This design comes from an exercise in tuning for small area on the open sky130 flow, not from production work.
Where RTL was checked, it was by simulation tests only, not by an equivalence proof against the original.
Power and IR drop assume default switching activity.

==> flow/design.v (excerpt) <==
module dcache #(
  parameter int IDX_W = 3
) (
  input  logic        CLK,
  input  logic        nRST,
  input  logic        halt,
  input  logic        dmemREN,
  input  logic        dmemWEN,
  input  logic [31:0] dmemaddr,
  input  logic [31:0] dmemstore,
  output logic        dhit,
  output logic [31:0] dmemload,
  output logic        flushed,
  output logic        dREN,
  output logic        dWEN,
  output logic [31:0] daddr,
  output logic [31:0] dstore,
  input  logic [31:0] dload,
  input  logic        dwait
);
  localparam int SETS  = 1 << IDX_W;
  localparam int TAG_W = 29 - IDX_W;
  logic                r_w, r_f, r_h, r_r;
  logic                n_w, n_f, n_h, n_r;
  logic [IDX_W-1:0]    r_fidx;
  logic [SETS-1:0]     r_valid;
  logic [SETS-1:0]     r_dirty;
  logic [TAG_W-1:0]    r_tag   [SETS];
  logic [31:0]         r_word0 [SETS];
  logic [31:0]         r_word1 [SETS];
  logic                w_idle, w_done, w_fchk, w_fl1;
  logic [IDX_W-1:0]    w_idx;
  logic [TAG_W-1:0]    w_tag_rd;
  logic [SETS-1:0]     w_oh8;
  logic [2*SETS-1:0]   w_oh16;
  logic                w_vd, w_hit, w_sthit, w_miss, w_last;
  logic                w_rsel, w_wr, w_tagwr;
  logic [31:0]         w_wdata;
  logic                w_unused;
  assign w_unused = &{1'b0, dmemaddr[1:0]};
  assign w_idle = ~(r_w | r_f | r_r);
  assign w_done = r_f & r_h & ~r_w;
  assign w_fchk = r_f & ~r_h & ~r_w;
  assign w_fl1  = r_f & r_h & r_w;
  assign w_last = &r_fidx;
  assign w_idx    = r_f ? r_fidx : dmemaddr[2+IDX_W:3];
  assign w_vd     = |(w_oh8 & r_valid & r_dirty);
  assign w_rsel   = w_idle ? dmemaddr[2] : r_h;
  always_comb begin
    for (int i = 0; i < SETS; i++) begin
      w_oh8[i]        = (w_idx == i);
      w_oh16[2*i]     = w_oh8[i] & ~w_rsel;
      w_oh16[2*i + 1] = w_oh8[i] &  w_rsel;
    end
  end
  for (genvar b = 0; b < TAG_W; b++) begin : g_tag_rd
    logic [SETS-1:0] col;
    for (genvar i = 0; i < SETS; i++) begin : g_i
      assign col[i] = r_tag[i][b];
    end
    dcache_rd8 u_rd (.oh(w_oh8), .d(col), .q(w_tag_rd[b]));
  end
  for (genvar b = 0; b < 32; b++) begin : g_word_rd
  ...
==> flow/config.mk <==
export PLATFORM = sky130hd
export DESIGN_NAME = dcache
export DESIGN_NICKNAME = dcache
export VERILOG_FILES = /design/flow/design.v
export SDC_FILE = /design/flow/constraint.sdc
export NUM_CORES = 4
export LEC_CHECK = 0
export CAP_MARGIN = 5
export CORE_MARGIN = 2
export CORE_UTILIZATION = 50
export GPL_TIMING_DRIVEN = 0
export PLACE_DENSITY = 0.6
export SLEW_MARGIN = 5
export SYNTH_HIERARCHICAL = 1
export SYNTH_MINIMUM_KEEP_SIZE = 0
==> flow/constraint.sdc <==
create_clock -name core_clock -period 12.0 [get_ports {CLK}]
set_input_delay 2.4000 -clock core_clock [delete_from_list [all_inputs] [get_ports {CLK}]]
set_output_delay 2.4000 -clock core_clock [all_outputs]
set_load 0.01 [all_outputs]
standard.sh (not shown) runs the stock make flow with config.mk's settings and CLKGATE_MAP_FILE= SYNTH_SCRIPT=/design/flow/synth_recipe.tcl, a recipe that flattens the netlist after the stock synthesis.
==> flow/flow/run.sh <==
#!/bin/bash
# Standard ORFS layout, with small port buffers and a clock tree built from
# small clock buffers without dummy loads. ORFS writes each tool's full log
# under orfs/logs/; the make output goes to flow_make.log here.
set -euo pipefail
export BUFFER_PORTS_ARGS="-buffer_cell sky130_fd_sc_hd__buf_1"
export CTS_ARGS="-sink_clustering_enable -repair_clock_nets -dont_use_dummy_load -root_buf sky130_fd_sc_hd__clkbuf_4 -buf_list {sky130_fd_sc_hd__clkbuf_4} -sink_clustering_size 10 -sink_clustering_max_diameter 50"
bash standard.sh finish > flow_make.log 2>&1
Next try:
--- a/flow/flow/run.sh
+++ b/flow/flow/run.sh
@@ -6,0 +7 @@
+export RECOVER_POWER=100
- GPL_TIMING_DRIVEN: 0 -> unset
What happened: With this change the flow reached the layout checks and failed them: capacitance limit, slew limit; design area drops by a few percent; utilization drops by 2.4 points; final cell count drops slightly; die area stays the same; global-route usage drops by 0.55 points; clock-buffer cell count drops by 2.
Next try:
--- a/flow/flow/run.sh
+++ b/flow/flow/run.sh
@@ -7 +6,0 @@
-export RECOVER_POWER=100
The changed run passed the timing, design-rule and antenna checks.
Sequential power is about the same.
Final cell count is unchanged.
Worst setup slack is better by 1.1 ns.
Count of clock-buffer cells in the layout stays the same.
Maximum frequency rises by 12%.
Global-route usage is unchanged.
Hold slack barely changes.
Sequential share of layout area goes down by 0.54 points.
Design area climbs by 0.72%.
Next try:
- CORE_UTILIZATION: 50 -> 60
- PLACE_DENSITY: 0.6 -> 0.7
Setup slack improved by 0.41 ns.
Clock skew rises by 0.023 ns.
Non-clock buffer count falls by 6.
Area after synthesis is unchanged.
Power falls by about 0.65%.
Clock power stays flat.
Final area falls by 0.58%.
No run of this note included a check of the RTL's function; only the layout flow was run.


Another version of the RTL of dcache (not shown whole).
For scale: about 1400 cells after synthesis, about 740 flip-flops, roughly 200 I/O pins, ~0.027 mm² of cells after synthesis.
==> flow/config.mk <==
export PLATFORM = sky130hd
export DESIGN_NAME = dcache
export DESIGN_NICKNAME = dcache
export VERILOG_FILES = /design/flow/design.v
export SDC_FILE = /design/flow/constraint.sdc
export NUM_CORES = 4
export LEC_CHECK = 0
export CAP_MARGIN = 5
export CORE_MARGIN = 2
export CORE_UTILIZATION = 50
export PLACE_DENSITY = 0.6
export SLEW_MARGIN = 5
export SYNTH_HIERARCHICAL = 1
export SYNTH_MINIMUM_KEEP_SIZE = 0
==> flow/constraint.sdc <==
create_clock -name core_clock -period 12.0 [get_ports {CLK}]
set_input_delay 2.4000 -clock core_clock [delete_from_list [all_inputs] [get_ports {CLK}]]
set_output_delay 2.4000 -clock core_clock [all_outputs]
set_load 0.01 [all_outputs]
==> flow/flow/run.sh <==
#!/bin/bash
# Standard ORFS layout, with small port buffers and a clock tree built from
# small clock buffers without dummy loads. ORFS writes each tool's full log
# under orfs/logs/; the make output goes to flow_make.log here.
set -euo pipefail
export BUFFER_PORTS_ARGS="-buffer_cell sky130_fd_sc_hd__buf_1"
export CTS_ARGS="-sink_clustering_enable -repair_clock_nets -dont_use_dummy_load -root_buf sky130_fd_sc_hd__clkbuf_4 -buf_list {sky130_fd_sc_hd__clkbuf_4} -sink_clustering_size 10 -sink_clustering_max_diameter 50"
bash standard.sh finish > flow_make.log 2>&1
The starting point went through all stages and came out clean.
Next try:
- CORE_UTILIZATION: 50 -> 60
- PLACE_DENSITY: 0.6 -> 0.7
What happened: Total power went down slightly. Cell count went down by a few percent. Design area decreases slightly. Core utilization increases by 10 points. Wire length shrinks by a few percent. Via count came out higher slightly. Global-route usage grows by 4.0 points.

## port drivers added, routing unchanged
The flow's constraints put no driver on any port. The routed layouts listed below were extracted and timed again, unchanged, in two steps.
Step 1 sets driving cells, clkbuf_16 on the clock port and buf_2 on the other inputs (assumed; they add their load-dependent delay and slew).
Step 2 moves the port delays by t, midway between the first and last clock arrival at a register: inputs arrive t later, outputs are due t later. That takes back most of the time a late clock gives input paths.
Three values: no drivers, after step 1, after step 2; two values: the first two.
run	shift t [ns]	setup WS [ns]	worst hold slack (ns)	slew at the worst register clock pin (ns)
the first run of note 1	0.865	2.661 / 2.642 / 2.642	0.511 / 0.511 / 0.511	0.11 / 0.11
the second run of note 1	0.855	1.973 / 2.003 / 1.149	0.510 / 0.510 / 0.510	0.11 / 0.11
the third run of note 1	0.859	3.028 / 3.004 / 3.004	0.511 / 0.511 / 0.511	0.12 / 0.12
the fourth run of note 1	0.831	3.433 / 3.414 / 3.414	0.506 / 0.506 / 0.506	0.11 / 0.11
the first run of note 2	0.855	3.455 / 3.411 / 3.411	0.486 / 0.486 / 0.486	0.11 / 0.11
the second run of note 2	0.895	3.615 / 3.576 / 3.576	0.501 / 0.501 / 0.501	0.11 / 0.11
The setup slack of the second run of note 1, which loses most, moves by +0.030 ns with the drivers and by -0.824 ns with both steps.
